This design comes from an exercise in tuning for small area and a short achievable clock period on the open sky130 flow, not from production work.
No functional check of the RTL was part of this run.

<file path="flow/config.mk">
export PLATFORM = sky130hd
export DESIGN_NAME = qft3_top
export DESIGN_NICKNAME = qft3_top
export VERILOG_FILES = /design/flow/design.v
export SDC_FILE = /design/flow/constraint.sdc
export NUM_CORES = 4
export LEC_CHECK = 0
export CAP_MARGIN = 20
export CORE_MARGIN = 2
export CORE_UTILIZATION = 40
export CTS_CLUSTER_DIAMETER = 150
export CTS_CLUSTER_SIZE = 24
export SETUP_SLACK_MARGIN = 1.6
export SLEW_MARGIN = 20
</file>
<file path="flow/constraint.sdc">
create_clock -name core_clock -period 4.0 [get_ports {clk}]
set_input_delay 0.8000 -clock core_clock [delete_from_list [all_inputs] [get_ports {clk}]]
set_output_delay 0.8000 -clock core_clock [all_outputs]
set_load 0.01 [all_outputs]
</file>
<file path="flow/run.sh">
#!/bin/bash
# synth_recipe.tcl (not shown) runs the flow's synth.tcl, then flattens the netlist and writes it again
# the make line also repeats each setting of config.mk as NAME=value (left out here)
make -C /OpenROAD-flow-scripts/flow DESIGN_CONFIG=/design/flow/config.mk WORK_HOME=/design/flow/orfs CLKGATE_MAP_FILE= SYNTH_SCRIPT=/design/flow/synth_recipe.tcl finish
</file>
<file path="flow/design.v">
package qft_pkg;
    localparam int AMP_W = 8;
endpackage
`timescale 1ns/1ps
module qft_add9
(
    input  logic [8:0] a,
    input  logic [8:0] b,
    input  logic       k,
    output logic [8:0] t
);
    assign t = a + b + 9'(k);
endmodule
module qft_add9b
(
    input  logic [8:0] a,
    input  logic [8:0] b,
    input  logic       k,
    output logic [8:0] t
);
    logic [9:0] c_g, c_p;
    assign c_g[0] = k;
    assign c_p[0] = 1'b0;
    assign c_g[1] = a[0] & b[0];
    assign c_p[1] = a[0] ^ b[0];
    assign c_g[2] = a[1] & b[1];
    assign c_p[2] = a[1] ^ b[1];
    assign c_g[3] = a[2] & b[2];
    assign c_p[3] = a[2] ^ b[2];
    assign c_g[4] = a[3] & b[3];
    assign c_p[4] = a[3] ^ b[3];
    assign c_g[5] = a[4] & b[4];
    assign c_p[5] = a[4] ^ b[4];
    assign c_g[6] = a[5] & b[5];
    assign c_p[6] = a[5] ^ b[5];
    assign c_g[7] = a[6] & b[6];
    assign c_p[7] = a[6] ^ b[6];
    assign c_g[8] = a[7] & b[7];
    assign c_p[8] = a[7] ^ b[7];
    assign c_g[9] = a[8] & b[8];
    assign c_p[9] = a[8] ^ b[8];
    logic c_G1, c_P1;
    assign c_G1 = c_g[1] | (c_p[1] & c_g[0]);
    assign c_P1 = c_p[1] & c_p[0];
    logic c_G2, c_P2;
    assign c_G2 = c_g[3] | (c_p[3] & c_g[2]);
    assign c_P2 = c_p[3] & c_p[2];
    logic c_G3, c_P3;
    assign c_G3 = c_g[5] | (c_p[5] & c_g[4]);
    assign c_P3 = c_p[5] & c_p[4];
    logic c_G4, c_P4;
    assign c_G4 = c_g[7] | (c_p[7] & c_g[6]);
    assign c_P4 = c_p[7] & c_p[6];
    logic c_G5, c_P5;
    assign c_G5 = c_g[9] | (c_p[9] & c_g[8]);
    assign c_P5 = c_p[9] & c_p[8];
    logic c_G6, c_P6;
    assign c_G6 = c_G2 | (c_P2 & c_G1);
    assign c_P6 = c_P2 & c_P1;
    logic c_G7, c_P7;
    assign c_G7 = c_G4 | (c_P4 & c_G3);
    assign c_P7 = c_P4 & c_P3;
    logic c_G8, c_P8;
    assign c_G8 = c_G7 | (c_P7 & c_G6);
    assign c_P8 = c_P7 & c_P6;
    logic c_G9, c_P9;
    assign c_G9 = c_G3 | (c_P3 & c_G6);
    assign c_P9 = c_P3 & c_P6;
    logic c_G10, c_P10;
    assign c_G10 = c_G5 | (c_P5 & c_G8);
    assign c_P10 = c_P5 & c_P8;
    logic c_G11, c_P11;
    assign c_G11 = c_g[2] | (c_p[2] & c_G1);
    assign c_P11 = c_p[2] & c_P1;
    logic c_G12, c_P12;
    assign c_G12 = c_g[4] | (c_p[4] & c_G6);
    assign c_P12 = c_p[4] & c_P6;
    logic c_G13, c_P13;
    assign c_G13 = c_g[6] | (c_p[6] & c_G9);
    assign c_P13 = c_p[6] & c_P9;
    logic c_G14, c_P14;
    assign c_G14 = c_g[8] | (c_p[8] & c_G8);
    assign c_P14 = c_p[8] & c_P8;
    assign t[0] = c_p[1] ^ c_g[0];
    assign t[1] = c_p[2] ^ c_G1;
    assign t[2] = c_p[3] ^ c_G11;
    assign t[3] = c_p[4] ^ c_G6;
    assign t[4] = c_p[5] ^ c_G12;
    assign t[5] = c_p[6] ^ c_G9;
    assign t[6] = c_p[7] ^ c_G13;
    assign t[7] = c_p[8] ^ c_G8;
    assign t[8] = c_p[9] ^ c_G14;
endmodule
module qft_pre
#(
    parameter bit NEG = 1'b0
) (
    input  logic [8:0]  t,
    output logic [11:0] s2,
    output logic [11:0] c2,
    output logic        hi,
    output logic        lo,
    output logic        m80
);
    logic [11:0] u, x2, x3, s1, c1;
    logic        ge187, le_m187;
    assign u  = {{3{t[8]}}, t};
    if (NEG) begin : g_neg
        assign x2 = {u[9:0], 2'b00};
        assign x3 = {~u[7:0], 4'b1111};
    end else begin : g_pos
        assign x2 = {u[10:0], 1'b0};
        assign x3 = {u[8:0], 3'b000};
    end
    assign s1 = u ^ x2 ^ x3;
    assign c1 = {((u[10:0] & x2[10:0]) | (x3[10:0] & (u[10:0] ^ x2[10:0]))), NEG};
    assign s2 = s1;
    assign c2 = c1;
    assign ge187   = ~t[8] & t[7] & (t[6] | (t[5] & t[4] & t[3] & (t[2] | (t[1] & t[0]))));
    assign le_m187 =  t[8] & ~t[7] & (~t[6] | (~t[5] & ~t[4] & ~t[3] & (~t[2] | ~t[1])));
    assign hi = NEG ? le_m187 : ge187;
    assign lo = NEG ? ge187 : le_m187;
    assign m80 = lo | (t[8:1] == 8'hA3);
endmodule
module qft_post
(
    input  logic [11:0] s2,
    input  logic [11:0] c2,
    input  logic        hi,
    input  logic        lo,
    output logic [7:0]  y
);
    logic [11:0] p;
    assign p = s2 + c2;
    assign y = hi ? 8'h7f : (lo ? 8'h80 : p[11:4]);
endmodule
module qft_scale
#(
    parameter bit NEG = 1'b0
) (
    input  logic [8:0] t,
    output logic [7:0] y,
    output logic       m80
);
    logic [11:0] s2, c2;
    logic        hi, lo;
    qft_pre #(.NEG(NEG)) u_pre (.t(t), .s2(s2), .c2(c2), .hi(hi), .lo(lo), .m80(m80));
    qft_post u_post (.s2(s2), .c2(c2), .hi(hi), .lo(lo), .y(y));
endmodule
module qft_scale_raw
#(
    parameter bit NEG = 1'b0
) (
    input  logic [8:0] t,
    output logic [7:0] yr,
    output logic       hi,
    output logic       lo,
    output logic       m80
);
    logic [11:0] s2, c2, p;
    qft_pre #(.NEG(NEG)) u_pre (.t(t), .s2(s2), .c2(c2), .hi(hi), .lo(lo), .m80(m80));
    assign p = s2 + c2;
    assign yr = p[11:4];
endmodule
module qft_sat
(
    input  logic [7:0] yr,
    input  logic       hi,
    input  logic       lo,
    output logic [7:0] y
);
    assign y = hi ? 8'h7f : (lo ? 8'h80 : yr);
endmodule
module qft_bfly
#(
    parameter bit NEG = 1'b0
) (
    input  logic [8:0] a,
    input  logic [8:0] b,
    input  logic       k,
    output logic [7:0] y,
    output logic       m80
);
    logic [8:0] t;
    qft_add9 u_add (.a(a), .b(b), .k(k), .t(t));
    qft_scale #(.NEG(NEG)) u_scale (.t(t), .y(y), .m80(m80));
endmodule
`timescale 1ns/1ps
module qft3_top
(
    input  logic        clk,
    input  logic        rst_n,
    input  logic        valid_i,
    input  logic [63:0] re_i,
    input  logic [63:0] im_i,
    output logic        valid_o,
    output logic [63:0] re_o,
    output logic [63:0] im_o
);
    logic [7:0] v_q;
    always_ff @(posedge clk or negedge rst_n) begin
        if (!rst_n) v_q <= '0;
        else        v_q <= {v_q[6:0], valid_i};
    end
    assign valid_o = v_q[7];
    logic [7:0] x_re0, x_im0;
    logic [7:0] x_re1, x_im1;
    logic [7:0] x_re2, x_im2;
    logic [7:0] x_re3, x_im3;
    logic [7:0] x_re4, x_im4;
    logic [7:0] x_re5, x_im5;
    logic [7:0] x_re6, x_im6;
    logic [7:0] x_re7, x_im7;
    logic [7:0] u1_h2_re0;
    logic       u1_h2_re0_m80;
    logic [8:0] u1_h2_re0_t;
    logic [7:0] u2_h2_im0;
    logic       u2_h2_im0_m80;
    logic [8:0] u2_h2_im0_t;
    logic [7:0] u3_h2_re4;
    logic       u3_h2_re4_m80;
    logic [8:0] u3_h2_re4_t;
    logic [7:0] u4_h2_im4;
    logic       u4_h2_im4_m80;
    logic [8:0] u4_h2_im4_t;
    logic [7:0] u5_h2_re1;
    logic       u5_h2_re1_m80;
    logic [8:0] u5_h2_re1_t;
    logic [7:0] u6_h2_im1;
    logic       u6_h2_im1_m80;
    logic [8:0] u6_h2_im1_t;
    logic [7:0] u7_h2_re5;
    logic       u7_h2_re5_m80;
    logic [8:0] u7_h2_re5_t;
    logic [7:0] u8_h2_im5;
    logic       u8_h2_im5_m80;
    logic [8:0] u8_h2_im5_t;
    logic [7:0] u9_h2_re2;
    logic       u9_h2_re2_m80;
    logic [8:0] u9_h2_re2_t;
    logic [7:0] u10_h2_im2;
    logic       u10_h2_im2_m80;
    logic [8:0] u10_h2_im2_t;
    logic [7:0] u11_h2_re6;
    logic       u11_h2_re6_m80;
    logic [8:0] u11_h2_re6_t;
    logic [7:0] u12_h2_im6;
    logic       u12_h2_im6_m80;
    logic [8:0] u12_h2_im6_t;
    logic [7:0] u13_h2_re3;
    logic       u13_h2_re3_m80;
    logic [8:0] u13_h2_re3_t;
    logic [7:0] u14_h2_im3;
    logic       u14_h2_im3_m80;
    logic [8:0] u14_h2_im3_t;
    logic [7:0] u15_h2_re7;
    logic       u15_h2_re7_m80;
    logic [8:0] u15_h2_re7_t;
    logic [7:0] u16_h2_im7;
    logic       u16_h2_im7_m80;
    logic [8:0] u16_h2_im7_t;
    logic [7:0] u17_cp_re5;
    logic       u17_cp_re5_m80;
    logic [8:0] u17_cp_re5_t;
    logic [7:0] u18_cp_im5;
    logic       u18_cp_im5_m80;
    logic [8:0] u18_cp_im5_t;
    logic [7:0] u19_cp_re7;
    logic       u19_cp_re7_m80;
    logic [8:0] u19_cp_re7_t;
    logic [7:0] u20_cp_im7;
    logic       u20_cp_im7_m80;
    logic [8:0] u20_cp_im7_t;
    logic [7:0] u21_h1_re0;
    logic       u21_h1_re0_m80;
    logic [8:0] u21_h1_re0_t;
    logic [7:0] u22_h1_im0;
    logic       u22_h1_im0_m80;
    logic [8:0] u22_h1_im0_t;
    logic [7:0] u23_h1_re2;
    logic       u23_h1_re2_m80;
    logic [8:0] u23_h1_re2_t;
    logic [7:0] u24_h1_im2;
    logic       u24_h1_im2_m80;
    logic [8:0] u24_h1_im2_t;
    logic [7:0] u25_h1_re1;
    logic       u25_h1_re1_m80;
    logic [8:0] u25_h1_re1_t;
    logic [7:0] u26_h1_im1;
    logic       u26_h1_im1_m80;
    logic [8:0] u26_h1_im1_t;
    logic [7:0] u27_h1_re3;
    logic       u27_h1_re3_m80;
    logic [8:0] u27_h1_re3_t;
    logic [7:0] u28_h1_im3;
    logic       u28_h1_im3_m80;
    logic [8:0] u28_h1_im3_t;
    logic [7:0] u29_h1_re4;
    logic       u29_h1_re4_m80;
    logic [8:0] u29_h1_re4_t;
    logic [7:0] u30_h1_im4;
    logic       u30_h1_im4_m80;
    logic [8:0] u30_h1_im4_t;
    logic [7:0] u31_h1_re6;
    logic       u31_h1_re6_m80;
    logic [8:0] u31_h1_re6_t;
    logic [7:0] u32_h1_im6;
    logic       u32_h1_im6_m80;
    logic [8:0] u32_h1_im6_t;
    logic [7:0] u33_h1_re5;
    logic       u33_h1_re5_m80;
    logic [8:0] u33_h1_re5_t;
    logic [7:0] u34_h1_im5;
    logic       u34_h1_im5_m80;
    logic [8:0] u34_h1_im5_t;
    logic [7:0] u35_h1_re7;
    logic       u35_h1_re7_m80;
    logic [8:0] u35_h1_re7_t;
    logic [7:0] u36_h1_im7;
    logic       u36_h1_im7_m80;
    logic [8:0] u36_h1_im7_t;
    logic [7:0] u37_h0_re0;
    logic       u37_h0_re0_m80;
    logic [8:0] u37_h0_re0_t;
    logic [7:0] u38_h0_im0;
    logic       u38_h0_im0_m80;
    logic [8:0] u38_h0_im0_t;
    logic [7:0] u39_h0_re1;
    logic       u39_h0_re1_m80;
    logic [8:0] u39_h0_re1_t;
    logic [7:0] u40_h0_im1;
    logic       u40_h0_im1_m80;
    logic [8:0] u40_h0_im1_t;
    logic [7:0] u41_h0_re2;
    logic       u41_h0_re2_m80;
    logic [8:0] u41_h0_re2_t;
    logic [7:0] u42_h0_im2;
    logic       u42_h0_im2_m80;
    logic [8:0] u42_h0_im2_t;
    logic [7:0] u43_h0_re3;
    logic       u43_h0_re3_m80;
    logic [8:0] u43_h0_re3_t;
    logic [7:0] u44_h0_im3;
    logic       u44_h0_im3_m80;
    logic [8:0] u44_h0_im3_t;
    logic [7:0] u45_h0_re4;
    logic       u45_h0_re4_m80;
    logic [8:0] u45_h0_re4_t;
    logic [7:0] u46_h0_im4;
    logic       u46_h0_im4_m80;
    logic [8:0] u46_h0_im4_t;
    logic [7:0] u47_h0_re5;
    logic       u47_h0_re5_m80;
    logic [8:0] u47_h0_re5_t;
    logic [7:0] u48_h0_im5;
    logic       u48_h0_im5_m80;
    logic [8:0] u48_h0_im5_t;
    logic [7:0] u49_h0_re6;
    logic       u49_h0_re6_m80;
    logic [8:0] u49_h0_re6_t;
    logic [7:0] u50_h0_im6;
    logic       u50_h0_im6_m80;
    logic [8:0] u50_h0_im6_t;
    logic [7:0] u51_h0_re7;
    logic       u51_h0_re7_m80;
    logic [8:0] u51_h0_re7_t;
    logic [7:0] u52_h0_im7;
    logic       u52_h0_im7_m80;
    logic [8:0] u52_h0_im7_t;
    logic [8:0] u1_h2_re0_t_d1;
    logic [8:0] u2_h2_im0_t_d1;
    logic [8:0] u3_h2_re4_t_d1;
    logic [8:0] u4_h2_im4_t_d1;
    logic [8:0] u5_h2_re1_t_d1;
    logic [8:0] u6_h2_im1_t_d1;
    logic [8:0] u7_h2_re5_t_d1;
    logic [8:0] u8_h2_im5_t_d1;
    logic [8:0] u9_h2_re2_t_d1;
    logic [8:0] u10_h2_im2_t_d1;
    logic [8:0] u11_h2_re6_t_d1;
    logic [8:0] u12_h2_im6_t_d1;
    logic [8:0] u13_h2_re3_t_d1;
    logic [8:0] u14_h2_im3_t_d1;
    logic [8:0] u15_h2_re7_t_d1;
    logic [8:0] u16_h2_im7_t_d1;
    logic [7:0] u7_h2_re5_d2;
    logic [7:0] u8_h2_im5_d2;
    logic [8:0] u17_cp_re5_t_d3;
    logic [8:0] u18_cp_im5_t_d3;
    logic [7:0] u16_h2_im7_d2;
    logic       u16_h2_im7_m80_d2;
    logic [7:0] u15_h2_re7_d2;
    logic [8:0] u19_cp_re7_t_d3;
    logic [8:0] u20_cp_im7_t_d3;
    logic [7:0] u1_h2_re0_d2;
    logic [7:0] u1_h2_re0_d3;
    logic [7:0] u1_h2_re0_d4;
    logic [7:0] u9_h2_re2_d2;
    logic [7:0] u9_h2_re2_d3;
    logic [7:0] u9_h2_re2_d4;
    logic [8:0] u21_h1_re0_t_d5;
    logic [7:0] u2_h2_im0_d2;
    logic [7:0] u2_h2_im0_d3;
    logic [7:0] u2_h2_im0_d4;
    logic [7:0] u10_h2_im2_d2;
    logic [7:0] u10_h2_im2_d3;
    logic [7:0] u10_h2_im2_d4;
    logic [8:0] u22_h1_im0_t_d5;
    logic [8:0] u23_h1_re2_t_d5;
    logic [8:0] u24_h1_im2_t_d5;
    logic [7:0] u5_h2_re1_d2;
    logic [7:0] u5_h2_re1_d3;
    logic [7:0] u5_h2_re1_d4;
    logic [7:0] u13_h2_re3_d2;
    logic [7:0] u13_h2_re3_d3;
    logic [7:0] u13_h2_re3_d4;
    logic [8:0] u25_h1_re1_t_d5;
    logic [7:0] u6_h2_im1_d2;
    logic [7:0] u6_h2_im1_d3;
    logic [7:0] u6_h2_im1_d4;
    logic [7:0] u14_h2_im3_d2;
    logic [7:0] u14_h2_im3_d3;
    logic [7:0] u14_h2_im3_d4;
    logic [8:0] u26_h1_im1_t_d5;
    logic [8:0] u27_h1_re3_t_d5;
    logic [8:0] u28_h1_im3_t_d5;
    logic [7:0] u3_h2_re4_d2;
    logic [7:0] u3_h2_re4_d3;
    logic [7:0] u3_h2_re4_d4;
    logic [7:0] u12_h2_im6_d2;
    logic [7:0] u12_h2_im6_d3;
    logic [7:0] u12_h2_im6_d4;
    logic       u12_h2_im6_m80_d2;
    logic       u12_h2_im6_m80_d3;
    logic       u12_h2_im6_m80_d4;
    logic [8:0] u29_h1_re4_t_d5;
    logic [7:0] u4_h2_im4_d2;
    logic [7:0] u4_h2_im4_d3;
    logic [7:0] u4_h2_im4_d4;
    logic [7:0] u11_h2_re6_d2;
    logic [7:0] u11_h2_re6_d3;
    logic [7:0] u11_h2_re6_d4;
    logic [8:0] u30_h1_im4_t_d5;
    logic [8:0] u31_h1_re6_t_d5;
    logic [8:0] u32_h1_im6_t_d5;
    logic [7:0] u17_cp_re5_d4;
    logic [7:0] u19_cp_re7_d4;
    logic [8:0] u33_h1_re5_t_d5;
    logic [7:0] u18_cp_im5_d4;
    logic [7:0] u20_cp_im7_d4;
    logic [8:0] u34_h1_im5_t_d5;
    logic [8:0] u35_h1_re7_t_d5;
    logic [8:0] u36_h1_im7_t_d5;
    logic [7:0] u21_h1_re0_d6;
    logic [7:0] u25_h1_re1_d6;
    logic [8:0] u37_h0_re0_t_d7;
    logic [7:0] u22_h1_im0_d6;
    logic [7:0] u26_h1_im1_d6;
    logic [8:0] u38_h0_im0_t_d7;
    logic [8:0] u39_h0_re1_t_d7;
    logic [8:0] u40_h0_im1_t_d7;
    logic [7:0] u23_h1_re2_d6;
    logic [7:0] u28_h1_im3_d6;
    logic       u28_h1_im3_m80_d6;
    logic [8:0] u41_h0_re2_t_d7;
    logic [7:0] u24_h1_im2_d6;
    logic [7:0] u27_h1_re3_d6;
    logic [8:0] u42_h0_im2_t_d7;
    logic [8:0] u43_h0_re3_t_d7;
    logic [8:0] u44_h0_im3_t_d7;
    logic [7:0] u29_h1_re4_d6;
    logic [7:0] u33_h1_re5_d6;
    logic [8:0] u45_h0_re4_t_d7;
    logic [7:0] u30_h1_im4_d6;
    logic [7:0] u34_h1_im5_d6;
    logic [8:0] u46_h0_im4_t_d7;
    logic [8:0] u47_h0_re5_t_d7;
    logic [8:0] u48_h0_im5_t_d7;
    logic [7:0] u31_h1_re6_d6;
    logic [7:0] u36_h1_im7_d6;
    logic       u36_h1_im7_m80_d6;
    logic [8:0] u49_h0_re6_t_d7;
    logic [7:0] u32_h1_im6_d6;
    logic [7:0] u35_h1_re7_d6;
    logic [8:0] u50_h0_im6_t_d7;
    logic [8:0] u51_h0_re7_t_d7;
    logic [8:0] u52_h0_im7_t_d7;
    logic [7:0] u37_h0_re0_d8;
    logic [7:0] u38_h0_im0_d8;
    logic [7:0] u45_h0_re4_d8;
    logic [7:0] u46_h0_im4_d8;
    logic [7:0] u41_h0_re2_d8;
    logic [7:0] u42_h0_im2_d8;
    logic [7:0] u49_h0_re6_d8;
    logic [7:0] u50_h0_im6_d8;
    logic [7:0] u39_h0_re1_d8;
    logic [7:0] u40_h0_im1_d8;
    logic [7:0] u47_h0_re5_d8;
    logic [7:0] u48_h0_im5_d8;
    logic [7:0] u43_h0_re3_d8;
    logic [7:0] u44_h0_im3_d8;
    logic [7:0] u51_h0_re7_d8;
    logic [7:0] u52_h0_im7_d8;
    assign x_re0 = re_i[7:0];
    assign x_im0 = im_i[7:0];
    assign x_re1 = re_i[15:8];
    assign x_im1 = im_i[15:8];
    assign x_re2 = re_i[23:16];
    assign x_im2 = im_i[23:16];
    assign x_re3 = re_i[31:24];
    assign x_im3 = im_i[31:24];
    assign x_re4 = re_i[39:32];
    assign x_im4 = im_i[39:32];
    assign x_re5 = re_i[47:40];
    assign x_im5 = im_i[47:40];
    assign x_re6 = re_i[55:48];
    assign x_im6 = im_i[55:48];
    assign x_re7 = re_i[63:56];
    assign x_im7 = im_i[63:56];
    qft_add9 u_u1_h2_re0_a (.a({x_re0[7], x_re0}), .b({x_re4[7], x_re4}), .k(1'b0), .t(u1_h2_re0_t));
    qft_scale #(.NEG(0)) u_u1_h2_re0_s (.t(u1_h2_re0_t_d1), .y(u1_h2_re0), .m80(u1_h2_re0_m80));
    qft_add9 u_u2_h2_im0_a (.a({x_im0[7], x_im0}), .b({x_im4[7], x_im4}), .k(1'b0), .t(u2_h2_im0_t));
    qft_scale #(.NEG(0)) u_u2_h2_im0_s (.t(u2_h2_im0_t_d1), .y(u2_h2_im0), .m80(u2_h2_im0_m80));
    qft_add9 u_u3_h2_re4_a (.a({x_re0[7], x_re0}), .b(~{x_re4[7], x_re4}), .k(1'b1), .t(u3_h2_re4_t));
    qft_scale #(.NEG(0)) u_u3_h2_re4_s (.t(u3_h2_re4_t_d1), .y(u3_h2_re4), .m80(u3_h2_re4_m80));
    qft_add9 u_u4_h2_im4_a (.a({x_im0[7], x_im0}), .b(~{x_im4[7], x_im4}), .k(1'b1), .t(u4_h2_im4_t));
    qft_scale #(.NEG(0)) u_u4_h2_im4_s (.t(u4_h2_im4_t_d1), .y(u4_h2_im4), .m80(u4_h2_im4_m80));
    qft_add9 u_u5_h2_re1_a (.a({x_re1[7], x_re1}), .b({x_re5[7], x_re5}), .k(1'b0), .t(u5_h2_re1_t));
    qft_scale #(.NEG(0)) u_u5_h2_re1_s (.t(u5_h2_re1_t_d1), .y(u5_h2_re1), .m80(u5_h2_re1_m80));
    qft_add9 u_u6_h2_im1_a (.a({x_im1[7], x_im1}), .b({x_im5[7], x_im5}), .k(1'b0), .t(u6_h2_im1_t));
    qft_scale #(.NEG(0)) u_u6_h2_im1_s (.t(u6_h2_im1_t_d1), .y(u6_h2_im1), .m80(u6_h2_im1_m80));
    qft_add9 u_u7_h2_re5_a (.a({x_re1[7], x_re1}), .b(~{x_re5[7], x_re5}), .k(1'b1), .t(u7_h2_re5_t));
    qft_scale #(.NEG(0)) u_u7_h2_re5_s (.t(u7_h2_re5_t_d1), .y(u7_h2_re5), .m80(u7_h2_re5_m80));
    qft_add9 u_u8_h2_im5_a (.a({x_im1[7], x_im1}), .b(~{x_im5[7], x_im5}), .k(1'b1), .t(u8_h2_im5_t));
    qft_scale #(.NEG(0)) u_u8_h2_im5_s (.t(u8_h2_im5_t_d1), .y(u8_h2_im5), .m80(u8_h2_im5_m80));
    qft_add9 u_u9_h2_re2_a (.a({x_re2[7], x_re2}), .b({x_re6[7], x_re6}), .k(1'b0), .t(u9_h2_re2_t));
    qft_scale #(.NEG(0)) u_u9_h2_re2_s (.t(u9_h2_re2_t_d1), .y(u9_h2_re2), .m80(u9_h2_re2_m80));
    qft_add9 u_u10_h2_im2_a (.a({x_im2[7], x_im2}), .b({x_im6[7], x_im6}), .k(1'b0), .t(u10_h2_im2_t));
    qft_scale #(.NEG(0)) u_u10_h2_im2_s (.t(u10_h2_im2_t_d1), .y(u10_h2_im2), .m80(u10_h2_im2_m80));
    qft_add9 u_u11_h2_re6_a (.a({x_re2[7], x_re2}), .b(~{x_re6[7], x_re6}), .k(1'b1), .t(u11_h2_re6_t));
    qft_scale #(.NEG(0)) u_u11_h2_re6_s (.t(u11_h2_re6_t_d1), .y(u11_h2_re6), .m80(u11_h2_re6_m80));
    qft_add9 u_u12_h2_im6_a (.a({x_im2[7], x_im2}), .b(~{x_im6[7], x_im6}), .k(1'b1), .t(u12_h2_im6_t));
    qft_scale #(.NEG(0)) u_u12_h2_im6_s (.t(u12_h2_im6_t_d1), .y(u12_h2_im6), .m80(u12_h2_im6_m80));
    qft_add9 u_u13_h2_re3_a (.a({x_re3[7], x_re3}), .b({x_re7[7], x_re7}), .k(1'b0), .t(u13_h2_re3_t));
    qft_scale #(.NEG(0)) u_u13_h2_re3_s (.t(u13_h2_re3_t_d1), .y(u13_h2_re3), .m80(u13_h2_re3_m80));
    qft_add9 u_u14_h2_im3_a (.a({x_im3[7], x_im3}), .b({x_im7[7], x_im7}), .k(1'b0), .t(u14_h2_im3_t));
    qft_scale #(.NEG(0)) u_u14_h2_im3_s (.t(u14_h2_im3_t_d1), .y(u14_h2_im3), .m80(u14_h2_im3_m80));
    qft_add9 u_u15_h2_re7_a (.a({x_re3[7], x_re3}), .b(~{x_re7[7], x_re7}), .k(1'b1), .t(u15_h2_re7_t));
    qft_scale #(.NEG(0)) u_u15_h2_re7_s (.t(u15_h2_re7_t_d1), .y(u15_h2_re7), .m80(u15_h2_re7_m80));
    qft_add9 u_u16_h2_im7_a (.a({x_im3[7], x_im3}), .b(~{x_im7[7], x_im7}), .k(1'b1), .t(u16_h2_im7_t));
    qft_scale #(.NEG(0)) u_u16_h2_im7_s (.t(u16_h2_im7_t_d1), .y(u16_h2_im7), .m80(u16_h2_im7_m80));
    qft_add9b u_u17_cp_re5_a (.a({u7_h2_re5_d2[7], u7_h2_re5_d2}), .b(~{u8_h2_im5_d2[7], u8_h2_im5_d2}), .k(1'b1), .t(u17_cp_re5_t));
    qft_scale #(.NEG(0)) u_u17_cp_re5_s (.t(u17_cp_re5_t_d3), .y(u17_cp_re5), .m80(u17_cp_re5_m80));
    qft_add9b u_u18_cp_im5_a (.a({u7_h2_re5_d2[7], u7_h2_re5_d2}), .b({u8_h2_im5_d2[7], u8_h2_im5_d2}), .k(1'b0), .t(u18_cp_im5_t));
    qft_scale #(.NEG(0)) u_u18_cp_im5_s (.t(u18_cp_im5_t_d3), .y(u18_cp_im5), .m80(u18_cp_im5_m80));
    qft_add9b u_u19_cp_re7_a (.a({u16_h2_im7_d2[7], u16_h2_im7_d2}), .b({u15_h2_re7_d2[7], u15_h2_re7_d2}), .k(u16_h2_im7_m80_d2), .t(u19_cp_re7_t));
    qft_scale #(.NEG(1)) u_u19_cp_re7_s (.t(u19_cp_re7_t_d3), .y(u19_cp_re7), .m80(u19_cp_re7_m80));
    qft_add9b u_u20_cp_im7_a (.a(~{u16_h2_im7_d2[7], u16_h2_im7_d2}), .b({u15_h2_re7_d2[7], u15_h2_re7_d2}), .k(~u16_h2_im7_m80_d2), .t(u20_cp_im7_t));
    qft_scale #(.NEG(0)) u_u20_cp_im7_s (.t(u20_cp_im7_t_d3), .y(u20_cp_im7), .m80(u20_cp_im7_m80));
    qft_add9b u_u21_h1_re0_a (.a({u1_h2_re0_d4[7], u1_h2_re0_d4}), .b({u9_h2_re2_d4[7], u9_h2_re2_d4}), .k(1'b0), .t(u21_h1_re0_t));
    qft_scale #(.NEG(0)) u_u21_h1_re0_s (.t(u21_h1_re0_t_d5), .y(u21_h1_re0), .m80(u21_h1_re0_m80));
    qft_add9b u_u22_h1_im0_a (.a({u2_h2_im0_d4[7], u2_h2_im0_d4}), .b({u10_h2_im2_d4[7], u10_h2_im2_d4}), .k(1'b0), .t(u22_h1_im0_t));
    qft_scale #(.NEG(0)) u_u22_h1_im0_s (.t(u22_h1_im0_t_d5), .y(u22_h1_im0), .m80(u22_h1_im0_m80));
    qft_add9b u_u23_h1_re2_a (.a({u1_h2_re0_d4[7], u1_h2_re0_d4}), .b(~{u9_h2_re2_d4[7], u9_h2_re2_d4}), .k(1'b1), .t(u23_h1_re2_t));
    qft_scale #(.NEG(0)) u_u23_h1_re2_s (.t(u23_h1_re2_t_d5), .y(u23_h1_re2), .m80(u23_h1_re2_m80));
    qft_add9b u_u24_h1_im2_a (.a({u2_h2_im0_d4[7], u2_h2_im0_d4}), .b(~{u10_h2_im2_d4[7], u10_h2_im2_d4}), .k(1'b1), .t(u24_h1_im2_t));
    qft_scale #(.NEG(0)) u_u24_h1_im2_s (.t(u24_h1_im2_t_d5), .y(u24_h1_im2), .m80(u24_h1_im2_m80));
    qft_add9b u_u25_h1_re1_a (.a({u5_h2_re1_d4[7], u5_h2_re1_d4}), .b({u13_h2_re3_d4[7], u13_h2_re3_d4}), .k(1'b0), .t(u25_h1_re1_t));
    qft_scale #(.NEG(0)) u_u25_h1_re1_s (.t(u25_h1_re1_t_d5), .y(u25_h1_re1), .m80(u25_h1_re1_m80));
    qft_add9b u_u26_h1_im1_a (.a({u6_h2_im1_d4[7], u6_h2_im1_d4}), .b({u14_h2_im3_d4[7], u14_h2_im3_d4}), .k(1'b0), .t(u26_h1_im1_t));
    qft_scale #(.NEG(0)) u_u26_h1_im1_s (.t(u26_h1_im1_t_d5), .y(u26_h1_im1), .m80(u26_h1_im1_m80));
    qft_add9b u_u27_h1_re3_a (.a({u5_h2_re1_d4[7], u5_h2_re1_d4}), .b(~{u13_h2_re3_d4[7], u13_h2_re3_d4}), .k(1'b1), .t(u27_h1_re3_t));
    qft_scale #(.NEG(0)) u_u27_h1_re3_s (.t(u27_h1_re3_t_d5), .y(u27_h1_re3), .m80(u27_h1_re3_m80));
    qft_add9b u_u28_h1_im3_a (.a({u6_h2_im1_d4[7], u6_h2_im1_d4}), .b(~{u14_h2_im3_d4[7], u14_h2_im3_d4}), .k(1'b1), .t(u28_h1_im3_t));
    qft_scale #(.NEG(0)) u_u28_h1_im3_s (.t(u28_h1_im3_t_d5), .y(u28_h1_im3), .m80(u28_h1_im3_m80));
    qft_add9b u_u29_h1_re4_a (.a({u3_h2_re4_d4[7], u3_h2_re4_d4}), .b(~{u12_h2_im6_d4[7], u12_h2_im6_d4}), .k(~u12_h2_im6_m80_d4), .t(u29_h1_re4_t));
    qft_scale #(.NEG(0)) u_u29_h1_re4_s (.t(u29_h1_re4_t_d5), .y(u29_h1_re4), .m80(u29_h1_re4_m80));
    qft_add9b u_u30_h1_im4_a (.a({u4_h2_im4_d4[7], u4_h2_im4_d4}), .b({u11_h2_re6_d4[7], u11_h2_re6_d4}), .k(1'b0), .t(u30_h1_im4_t));
    qft_scale #(.NEG(0)) u_u30_h1_im4_s (.t(u30_h1_im4_t_d5), .y(u30_h1_im4), .m80(u30_h1_im4_m80));
    qft_add9b u_u31_h1_re6_a (.a({u3_h2_re4_d4[7], u3_h2_re4_d4}), .b({u12_h2_im6_d4[7], u12_h2_im6_d4}), .k(u12_h2_im6_m80_d4), .t(u31_h1_re6_t));
    qft_scale #(.NEG(0)) u_u31_h1_re6_s (.t(u31_h1_re6_t_d5), .y(u31_h1_re6), .m80(u31_h1_re6_m80));
    qft_add9b u_u32_h1_im6_a (.a({u4_h2_im4_d4[7], u4_h2_im4_d4}), .b(~{u11_h2_re6_d4[7], u11_h2_re6_d4}), .k(1'b1), .t(u32_h1_im6_t));
    qft_scale #(.NEG(0)) u_u32_h1_im6_s (.t(u32_h1_im6_t_d5), .y(u32_h1_im6), .m80(u32_h1_im6_m80));
    qft_add9b u_u33_h1_re5_a (.a({u17_cp_re5_d4[7], u17_cp_re5_d4}), .b({u19_cp_re7_d4[7], u19_cp_re7_d4}), .k(1'b0), .t(u33_h1_re5_t));
    qft_scale #(.NEG(0)) u_u33_h1_re5_s (.t(u33_h1_re5_t_d5), .y(u33_h1_re5), .m80(u33_h1_re5_m80));
    qft_add9b u_u34_h1_im5_a (.a({u18_cp_im5_d4[7], u18_cp_im5_d4}), .b({u20_cp_im7_d4[7], u20_cp_im7_d4}), .k(1'b0), .t(u34_h1_im5_t));
    qft_scale #(.NEG(0)) u_u34_h1_im5_s (.t(u34_h1_im5_t_d5), .y(u34_h1_im5), .m80(u34_h1_im5_m80));
    qft_add9b u_u35_h1_re7_a (.a({u17_cp_re5_d4[7], u17_cp_re5_d4}), .b(~{u19_cp_re7_d4[7], u19_cp_re7_d4}), .k(1'b1), .t(u35_h1_re7_t));
    qft_scale #(.NEG(0)) u_u35_h1_re7_s (.t(u35_h1_re7_t_d5), .y(u35_h1_re7), .m80(u35_h1_re7_m80));
    qft_add9b u_u36_h1_im7_a (.a({u18_cp_im5_d4[7], u18_cp_im5_d4}), .b(~{u20_cp_im7_d4[7], u20_cp_im7_d4}), .k(1'b1), .t(u36_h1_im7_t));
    qft_scale #(.NEG(0)) u_u36_h1_im7_s (.t(u36_h1_im7_t_d5), .y(u36_h1_im7), .m80(u36_h1_im7_m80));
    qft_add9b u_u37_h0_re0_a (.a({u21_h1_re0_d6[7], u21_h1_re0_d6}), .b({u25_h1_re1_d6[7], u25_h1_re1_d6}), .k(1'b0), .t(u37_h0_re0_t));
    qft_scale #(.NEG(0)) u_u37_h0_re0_s (.t(u37_h0_re0_t_d7), .y(u37_h0_re0), .m80(u37_h0_re0_m80));
    qft_add9b u_u38_h0_im0_a (.a({u22_h1_im0_d6[7], u22_h1_im0_d6}), .b({u26_h1_im1_d6[7], u26_h1_im1_d6}), .k(1'b0), .t(u38_h0_im0_t));
    qft_scale #(.NEG(0)) u_u38_h0_im0_s (.t(u38_h0_im0_t_d7), .y(u38_h0_im0), .m80(u38_h0_im0_m80));
    qft_add9b u_u39_h0_re1_a (.a({u21_h1_re0_d6[7], u21_h1_re0_d6}), .b(~{u25_h1_re1_d6[7], u25_h1_re1_d6}), .k(1'b1), .t(u39_h0_re1_t));
    qft_scale #(.NEG(0)) u_u39_h0_re1_s (.t(u39_h0_re1_t_d7), .y(u39_h0_re1), .m80(u39_h0_re1_m80));
    qft_add9b u_u40_h0_im1_a (.a({u22_h1_im0_d6[7], u22_h1_im0_d6}), .b(~{u26_h1_im1_d6[7], u26_h1_im1_d6}), .k(1'b1), .t(u40_h0_im1_t));
    qft_scale #(.NEG(0)) u_u40_h0_im1_s (.t(u40_h0_im1_t_d7), .y(u40_h0_im1), .m80(u40_h0_im1_m80));
    qft_add9b u_u41_h0_re2_a (.a({u23_h1_re2_d6[7], u23_h1_re2_d6}), .b(~{u28_h1_im3_d6[7], u28_h1_im3_d6}), .k(~u28_h1_im3_m80_d6), .t(u41_h0_re2_t));
    qft_scale #(.NEG(0)) u_u41_h0_re2_s (.t(u41_h0_re2_t_d7), .y(u41_h0_re2), .m80(u41_h0_re2_m80));
    qft_add9b u_u42_h0_im2_a (.a({u24_h1_im2_d6[7], u24_h1_im2_d6}), .b({u27_h1_re3_d6[7], u27_h1_re3_d6}), .k(1'b0), .t(u42_h0_im2_t));
    qft_scale #(.NEG(0)) u_u42_h0_im2_s (.t(u42_h0_im2_t_d7), .y(u42_h0_im2), .m80(u42_h0_im2_m80));
    qft_add9b u_u43_h0_re3_a (.a({u23_h1_re2_d6[7], u23_h1_re2_d6}), .b({u28_h1_im3_d6[7], u28_h1_im3_d6}), .k(u28_h1_im3_m80_d6), .t(u43_h0_re3_t));
    qft_scale #(.NEG(0)) u_u43_h0_re3_s (.t(u43_h0_re3_t_d7), .y(u43_h0_re3), .m80(u43_h0_re3_m80));
    qft_add9b u_u44_h0_im3_a (.a({u24_h1_im2_d6[7], u24_h1_im2_d6}), .b(~{u27_h1_re3_d6[7], u27_h1_re3_d6}), .k(1'b1), .t(u44_h0_im3_t));
    qft_scale #(.NEG(0)) u_u44_h0_im3_s (.t(u44_h0_im3_t_d7), .y(u44_h0_im3), .m80(u44_h0_im3_m80));
    qft_add9b u_u45_h0_re4_a (.a({u29_h1_re4_d6[7], u29_h1_re4_d6}), .b({u33_h1_re5_d6[7], u33_h1_re5_d6}), .k(1'b0), .t(u45_h0_re4_t));
    qft_scale #(.NEG(0)) u_u45_h0_re4_s (.t(u45_h0_re4_t_d7), .y(u45_h0_re4), .m80(u45_h0_re4_m80));
    qft_add9b u_u46_h0_im4_a (.a({u30_h1_im4_d6[7], u30_h1_im4_d6}), .b({u34_h1_im5_d6[7], u34_h1_im5_d6}), .k(1'b0), .t(u46_h0_im4_t));
    qft_scale #(.NEG(0)) u_u46_h0_im4_s (.t(u46_h0_im4_t_d7), .y(u46_h0_im4), .m80(u46_h0_im4_m80));
    qft_add9b u_u47_h0_re5_a (.a({u29_h1_re4_d6[7], u29_h1_re4_d6}), .b(~{u33_h1_re5_d6[7], u33_h1_re5_d6}), .k(1'b1), .t(u47_h0_re5_t));
    qft_scale #(.NEG(0)) u_u47_h0_re5_s (.t(u47_h0_re5_t_d7), .y(u47_h0_re5), .m80(u47_h0_re5_m80));
    qft_add9b u_u48_h0_im5_a (.a({u30_h1_im4_d6[7], u30_h1_im4_d6}), .b(~{u34_h1_im5_d6[7], u34_h1_im5_d6}), .k(1'b1), .t(u48_h0_im5_t));
    qft_scale #(.NEG(0)) u_u48_h0_im5_s (.t(u48_h0_im5_t_d7), .y(u48_h0_im5), .m80(u48_h0_im5_m80));
    qft_add9b u_u49_h0_re6_a (.a({u31_h1_re6_d6[7], u31_h1_re6_d6}), .b(~{u36_h1_im7_d6[7], u36_h1_im7_d6}), .k(~u36_h1_im7_m80_d6), .t(u49_h0_re6_t));
    qft_scale #(.NEG(0)) u_u49_h0_re6_s (.t(u49_h0_re6_t_d7), .y(u49_h0_re6), .m80(u49_h0_re6_m80));
    qft_add9b u_u50_h0_im6_a (.a({u32_h1_im6_d6[7], u32_h1_im6_d6}), .b({u35_h1_re7_d6[7], u35_h1_re7_d6}), .k(1'b0), .t(u50_h0_im6_t));
    qft_scale #(.NEG(0)) u_u50_h0_im6_s (.t(u50_h0_im6_t_d7), .y(u50_h0_im6), .m80(u50_h0_im6_m80));
    qft_add9b u_u51_h0_re7_a (.a({u31_h1_re6_d6[7], u31_h1_re6_d6}), .b({u36_h1_im7_d6[7], u36_h1_im7_d6}), .k(u36_h1_im7_m80_d6), .t(u51_h0_re7_t));
    qft_scale #(.NEG(0)) u_u51_h0_re7_s (.t(u51_h0_re7_t_d7), .y(u51_h0_re7), .m80(u51_h0_re7_m80));
    qft_add9b u_u52_h0_im7_a (.a({u32_h1_im6_d6[7], u32_h1_im6_d6}), .b(~{u35_h1_re7_d6[7], u35_h1_re7_d6}), .k(1'b1), .t(u52_h0_im7_t));
    qft_scale #(.NEG(0)) u_u52_h0_im7_s (.t(u52_h0_im7_t_d7), .y(u52_h0_im7), .m80(u52_h0_im7_m80));
    assign re_o[7:0] = u37_h0_re0_d8;
    assign im_o[7:0] = u38_h0_im0_d8;
    assign re_o[15:8] = u45_h0_re4_d8;
    assign im_o[15:8] = u46_h0_im4_d8;
    assign re_o[23:16] = u41_h0_re2_d8;
    assign im_o[23:16] = u42_h0_im2_d8;
    assign re_o[31:24] = u49_h0_re6_d8;
    assign im_o[31:24] = u50_h0_im6_d8;
    assign re_o[39:32] = u39_h0_re1_d8;
    assign im_o[39:32] = u40_h0_im1_d8;
    assign re_o[47:40] = u47_h0_re5_d8;
    assign im_o[47:40] = u48_h0_im5_d8;
    assign re_o[55:48] = u43_h0_re3_d8;
    assign im_o[55:48] = u44_h0_im3_d8;
    assign re_o[63:56] = u51_h0_re7_d8;
    assign im_o[63:56] = u52_h0_im7_d8;
    always_ff @(posedge clk) begin
        u1_h2_re0_t_d1 <= u1_h2_re0_t;
        u2_h2_im0_t_d1 <= u2_h2_im0_t;
        u3_h2_re4_t_d1 <= u3_h2_re4_t;
        u4_h2_im4_t_d1 <= u4_h2_im4_t;
        u5_h2_re1_t_d1 <= u5_h2_re1_t;
        u6_h2_im1_t_d1 <= u6_h2_im1_t;
        u7_h2_re5_t_d1 <= u7_h2_re5_t;
        u8_h2_im5_t_d1 <= u8_h2_im5_t;
        u9_h2_re2_t_d1 <= u9_h2_re2_t;
        u10_h2_im2_t_d1 <= u10_h2_im2_t;
        u11_h2_re6_t_d1 <= u11_h2_re6_t;
        u12_h2_im6_t_d1 <= u12_h2_im6_t;
        u13_h2_re3_t_d1 <= u13_h2_re3_t;
        u14_h2_im3_t_d1 <= u14_h2_im3_t;
        u15_h2_re7_t_d1 <= u15_h2_re7_t;
        u16_h2_im7_t_d1 <= u16_h2_im7_t;
        u7_h2_re5_d2 <= u7_h2_re5;
        u8_h2_im5_d2 <= u8_h2_im5;
        u17_cp_re5_t_d3 <= u17_cp_re5_t;
        u18_cp_im5_t_d3 <= u18_cp_im5_t;
        u16_h2_im7_d2 <= u16_h2_im7;
        u16_h2_im7_m80_d2 <= u16_h2_im7_m80;
        u15_h2_re7_d2 <= u15_h2_re7;
        u19_cp_re7_t_d3 <= u19_cp_re7_t;
        u20_cp_im7_t_d3 <= u20_cp_im7_t;
        u1_h2_re0_d2 <= u1_h2_re0;
        u1_h2_re0_d3 <= u1_h2_re0_d2;
        u1_h2_re0_d4 <= u1_h2_re0_d3;
        u9_h2_re2_d2 <= u9_h2_re2;
        u9_h2_re2_d3 <= u9_h2_re2_d2;
        u9_h2_re2_d4 <= u9_h2_re2_d3;
        u21_h1_re0_t_d5 <= u21_h1_re0_t;
        u2_h2_im0_d2 <= u2_h2_im0;
        u2_h2_im0_d3 <= u2_h2_im0_d2;
        u2_h2_im0_d4 <= u2_h2_im0_d3;
        u10_h2_im2_d2 <= u10_h2_im2;
        u10_h2_im2_d3 <= u10_h2_im2_d2;
        u10_h2_im2_d4 <= u10_h2_im2_d3;
        u22_h1_im0_t_d5 <= u22_h1_im0_t;
        u23_h1_re2_t_d5 <= u23_h1_re2_t;
        u24_h1_im2_t_d5 <= u24_h1_im2_t;
        u5_h2_re1_d2 <= u5_h2_re1;
        u5_h2_re1_d3 <= u5_h2_re1_d2;
        u5_h2_re1_d4 <= u5_h2_re1_d3;
        u13_h2_re3_d2 <= u13_h2_re3;
        u13_h2_re3_d3 <= u13_h2_re3_d2;
        u13_h2_re3_d4 <= u13_h2_re3_d3;
        u25_h1_re1_t_d5 <= u25_h1_re1_t;
        u6_h2_im1_d2 <= u6_h2_im1;
        u6_h2_im1_d3 <= u6_h2_im1_d2;
        u6_h2_im1_d4 <= u6_h2_im1_d3;
        u14_h2_im3_d2 <= u14_h2_im3;
        u14_h2_im3_d3 <= u14_h2_im3_d2;
        u14_h2_im3_d4 <= u14_h2_im3_d3;
        u26_h1_im1_t_d5 <= u26_h1_im1_t;
        u27_h1_re3_t_d5 <= u27_h1_re3_t;
        u28_h1_im3_t_d5 <= u28_h1_im3_t;
        u3_h2_re4_d2 <= u3_h2_re4;
        u3_h2_re4_d3 <= u3_h2_re4_d2;
        u3_h2_re4_d4 <= u3_h2_re4_d3;
        u12_h2_im6_d2 <= u12_h2_im6;
        u12_h2_im6_d3 <= u12_h2_im6_d2;
        u12_h2_im6_d4 <= u12_h2_im6_d3;
        u12_h2_im6_m80_d2 <= u12_h2_im6_m80;
        u12_h2_im6_m80_d3 <= u12_h2_im6_m80_d2;
        u12_h2_im6_m80_d4 <= u12_h2_im6_m80_d3;
        u29_h1_re4_t_d5 <= u29_h1_re4_t;
        u4_h2_im4_d2 <= u4_h2_im4;
        u4_h2_im4_d3 <= u4_h2_im4_d2;
        u4_h2_im4_d4 <= u4_h2_im4_d3;
        u11_h2_re6_d2 <= u11_h2_re6;
        u11_h2_re6_d3 <= u11_h2_re6_d2;
        u11_h2_re6_d4 <= u11_h2_re6_d3;
        u30_h1_im4_t_d5 <= u30_h1_im4_t;
        u31_h1_re6_t_d5 <= u31_h1_re6_t;
        u32_h1_im6_t_d5 <= u32_h1_im6_t;
        u17_cp_re5_d4 <= u17_cp_re5;
        u19_cp_re7_d4 <= u19_cp_re7;
        u33_h1_re5_t_d5 <= u33_h1_re5_t;
        u18_cp_im5_d4 <= u18_cp_im5;
        u20_cp_im7_d4 <= u20_cp_im7;
        u34_h1_im5_t_d5 <= u34_h1_im5_t;
        u35_h1_re7_t_d5 <= u35_h1_re7_t;
        u36_h1_im7_t_d5 <= u36_h1_im7_t;
        u21_h1_re0_d6 <= u21_h1_re0;
        u25_h1_re1_d6 <= u25_h1_re1;
        u37_h0_re0_t_d7 <= u37_h0_re0_t;
        u22_h1_im0_d6 <= u22_h1_im0;
        u26_h1_im1_d6 <= u26_h1_im1;
        u38_h0_im0_t_d7 <= u38_h0_im0_t;
        u39_h0_re1_t_d7 <= u39_h0_re1_t;
        u40_h0_im1_t_d7 <= u40_h0_im1_t;
        u23_h1_re2_d6 <= u23_h1_re2;
        u28_h1_im3_d6 <= u28_h1_im3;
        u28_h1_im3_m80_d6 <= u28_h1_im3_m80;
        u41_h0_re2_t_d7 <= u41_h0_re2_t;
        u24_h1_im2_d6 <= u24_h1_im2;
        u27_h1_re3_d6 <= u27_h1_re3;
        u42_h0_im2_t_d7 <= u42_h0_im2_t;
        u43_h0_re3_t_d7 <= u43_h0_re3_t;
        u44_h0_im3_t_d7 <= u44_h0_im3_t;
        u29_h1_re4_d6 <= u29_h1_re4;
        u33_h1_re5_d6 <= u33_h1_re5;
        u45_h0_re4_t_d7 <= u45_h0_re4_t;
        u30_h1_im4_d6 <= u30_h1_im4;
        u34_h1_im5_d6 <= u34_h1_im5;
        u46_h0_im4_t_d7 <= u46_h0_im4_t;
        u47_h0_re5_t_d7 <= u47_h0_re5_t;
        u48_h0_im5_t_d7 <= u48_h0_im5_t;
        u31_h1_re6_d6 <= u31_h1_re6;
        u36_h1_im7_d6 <= u36_h1_im7;
        u36_h1_im7_m80_d6 <= u36_h1_im7_m80;
        u49_h0_re6_t_d7 <= u49_h0_re6_t;
        u32_h1_im6_d6 <= u32_h1_im6;
        u35_h1_re7_d6 <= u35_h1_re7;
        u50_h0_im6_t_d7 <= u50_h0_im6_t;
        u51_h0_re7_t_d7 <= u51_h0_re7_t;
        u52_h0_im7_t_d7 <= u52_h0_im7_t;
        u37_h0_re0_d8 <= u37_h0_re0;
        u38_h0_im0_d8 <= u38_h0_im0;
        u45_h0_re4_d8 <= u45_h0_re4;
        u46_h0_im4_d8 <= u46_h0_im4;
        u41_h0_re2_d8 <= u41_h0_re2;
        u42_h0_im2_d8 <= u42_h0_im2;
        u49_h0_re6_d8 <= u49_h0_re6;
        u50_h0_im6_d8 <= u50_h0_im6;
        u39_h0_re1_d8 <= u39_h0_re1;
        u40_h0_im1_d8 <= u40_h0_im1;
        u47_h0_re5_d8 <= u47_h0_re5;
        u48_h0_im5_d8 <= u48_h0_im5;
        u43_h0_re3_d8 <= u43_h0_re3;
        u44_h0_im3_d8 <= u44_h0_im3;
        u51_h0_re7_d8 <= u51_h0_re7;
        u52_h0_im7_d8 <= u52_h0_im7;
    end
endmodule
</file>
==> notes.md <==
cells by family after synthesis:
kind of cell | count (synthesis) | synth area share, %
and+or+nand+nor | 838 | 6.284
adders and majority gates | 1578 | 35.54
buffers and inverters | 867 | 4.892
xor gates and xnor gates | 549 | 7.228
DFF | 1068 | 32.20
AOI/OAI and AO/OA | 1434 | 13.86
routing by layer:
| metal | routed length, um | share of wire [%] | track usage, % | vias up |
|---|---|---|---|---|
| li1 | - | - | - | 21840 |
| met1 | 64710 | 49 | 21.18 | 20630 |
| met2 | 61560 | 46 | 25.46 | 403 |
| met3 | 3940 | 3.0 | 2.005 | 130 |
| met4 | 3173 | 2.4 | 3.859 | 2 |
| met5 | 13 | 0.0097 | 0 | - |
cell type report:
type | count | area (sq um) | share of cell area, %
sequential | 1068 | 22230 | 28.91
inverter | 855 | 3209 | 4.173
timing repair buffer | 399 | 3647 | 4.743
multi-input combinational | 4399 | 43740 | 56.87
tap | 2189 | 2739 | 3.562
clock buffer | 53 | 1284 | 1.669
clock inverter | 3 | 47.55 | 0.06183
antenna | 3 | 7.507 | 0.009762
per-stage QoR:
step / std cells / hold WS, ns / setup slack (ns) / utilization [%]
4_1_cts: 8899 / 0.3124 / 1.525 / 45.25
6_report: 8969 / 0.3083 / 1.587 / 46.61
2_1_floorplan: 6334 / 0.3096 / 1.599 / -
5_1_grt: 8968 / 0.3107 / 1.448 / 46.61
3_3_place_gp: 8770 / 0.3104 / 1.106 / 43.57
3_5_place_dp: 8770 / 0.3121 / 1.089 / 43.57
layout by cell type, fill, tap and decap left out, drive strengths merged, types with 67 or more instances in the layout:
| cell type | n |
|---|---|
| buf | 140 |
| nand2 | 160 |
| dlygate4sd2 | 74 |
| a21oi | 370 |
| ha | 1059 |
| o21ai | 526 |
| nor2b | 92 |
| a21boi | 67 |
| o21bai | 84 |
| clkdlybuf4s50 | 156 |
| fa | 519 |
| xnor2 | 273 |
| nor2 | 288 |
| dfxtp | 1060 |
| xor2 | 276 |
| nand2b | 89 |
| inv | 857 |
final timing paths:
path / from / end / slack (ns) / cells after the start
min reg2reg: u4_h2_im4_d2[4]$_SDFF_PP1_ / u4_h2_im4_d3[4]$_DFF_P_ / 0.31 / 0
max reg2reg: u12_h2_im6_d4[1]$_DFF_P_ / u29_h1_re4_t_d5[7]$_DFF_P_ / 1.59 / 9
max in group asynchronous: rst_n / v_q[5]$_DFF_PN0_ / 3.38 / 1
max: u12_h2_im6_d4[1]$_DFF_P_ / u29_h1_re4_t_d5[7]$_DFF_P_ / 1.59 / 9
min in group asynchronous: rst_n / v_q[6]$_DFF_PN0_ / 0.38 / 1
min: u4_h2_im4_d2[4]$_SDFF_PP1_ / u4_h2_im4_d3[4]$_DFF_P_ / 0.31 / 0
worst max-delay path, cell delays in order (launching register included):
cell and delay, ns:
dfxtp_1 0.34, inv_1 0.09, ha_1 0.30, a21o_1 0.18, a21oi_1 0.25, nor2b_1 0.08, o21a_1 0.21, o41ai_4 0.31
fa_1 0.53, inv_1 0.07
timing repair:
item | CTS | global route
pin swaps | 92 | 258
gates resized for setup | 475 | 444
setup buffers | 73 | 67
endpoints found under the setup margin | 266 | 257
==> reports/metrics.cfg <==
[run_status]
status = timing/DRC/antenna clean

[logic_synthesis]
syn_nets = 8043
yosysWarnings = 1
synth_common_cells = dfxtp_1, ha_1, inv_1
ys_seq_area_share_pct = 32.20
syn_avg_cell_area_sq_um = 10.50
synthCells = 6334
synthTopCellsByArea = dfxtp_1, ha_1, fa_1
synth_edf_count = 0
syn-cell-area_sq_mm = 0.06653
synth_most_common_cell = dfxtp_1
synth_top_flop_cell = dfxtp_1
synth_seq_cells = 1068
ys_async_sr_fraction_pct = 0.7491
post-synth-top-area-cell = dfxtp_1
synth_top_area_share_pct = 31.90
synth_cell_types = 63

[finish]
syn2layout_area_growth_pct = 15.60
final_area_sq_mm = 0.07690
fin_nets = 8482
drive_above_1_share_pct = 13.10
n_fill_cell = 15240

[floorplanning]
core-area_sq_mm = 0.1650
dieArea_sq_mm = 0.1696
num_rows = 149
die_w_um = 411.8
die_h_um = 411.8
initial_core_util_pct = 40.32
io_pins = 260

[cts]
tritoncts = built
cts_hold_buffers = 0
cts_max_path_buffers = 3
htreeDepth = 2
numCtsBuffers = 50
clock-sinks = 1068
clk_latency_ns = 0.69
clk_pin_slew_ns = 0.09
root_buffer = clkbuf_16

[flow_run]
cap_violations = 0

[place]
port-buffer-count = 259
dpl.hpwl_um = 107300
dpl_cell_area_sq_mm = 0.07188
gp_congestion = 0.8423

[timing]
finClkSkew_ns = 0.03303
period_share_pct = 60.34
tightest_slew_ns = 0.9410
timing.fmax_ghz = 0.4143
fin_crit_ns = 2.413
relSlewSlack_pct = 36.61
hold_violations = 0
setup_tns_ns = 0
setup_viol = 0
slew_viol_final = 0
rsz0062_at_grt = yes

[critical_path]
critPathLaunchType = register
worstPathMaxFanout = 3
criticalPathCategory = register to register
worstPathRequired_ns = 4.61
cp.arrival_ns = 3.02
critPathCaptureType = register

[drt]
wire_per_inst_um = 14.87
vias = 43000
vias_per_cell = 4.795
drtAntennaViolNets = 0
routed_wl_um = 133400
drc = 0
drt_pass1_iterations = 5
drt_iter0_drc = 1710

[min_path]
hold_path_class = register to register

[grt]
grt_antenna_before_repair = 5
grt_util_all_layers_pct = 15.39
grt_start_max_net_pins = 26
overflow = 0
grt_pass1_wl_um = 216100
grt_pass1_vias = 42880

-- port drivers added, routing unchanged --
The flow's constraints put no driver on any port. The routed layout listed below was extracted and timed again, unchanged, in two steps. Step 1: set_driving_cell puts a clkbuf_16 on clk and a buf_2 on each other input, an assumption about the parent block. Step 2, shift: input delay + t, output delay - t, t = (earliest + latest rising clock arrival at the registers) / 2. This alone moves slack from input paths to output paths. Three values: ideal ports, drivers, drivers and shift; two values: the first two.
t (ns): 0.750
setup WS [ns]: 1.587 / 1.587 / 1.064
slew at the worst register clock pin (ns): 0.11 / 0.11
After both steps setup and hold are still met in this run. For this run, drivers alone change the setup slack by 0.000 ns; drivers and shift together by -0.523 ns.
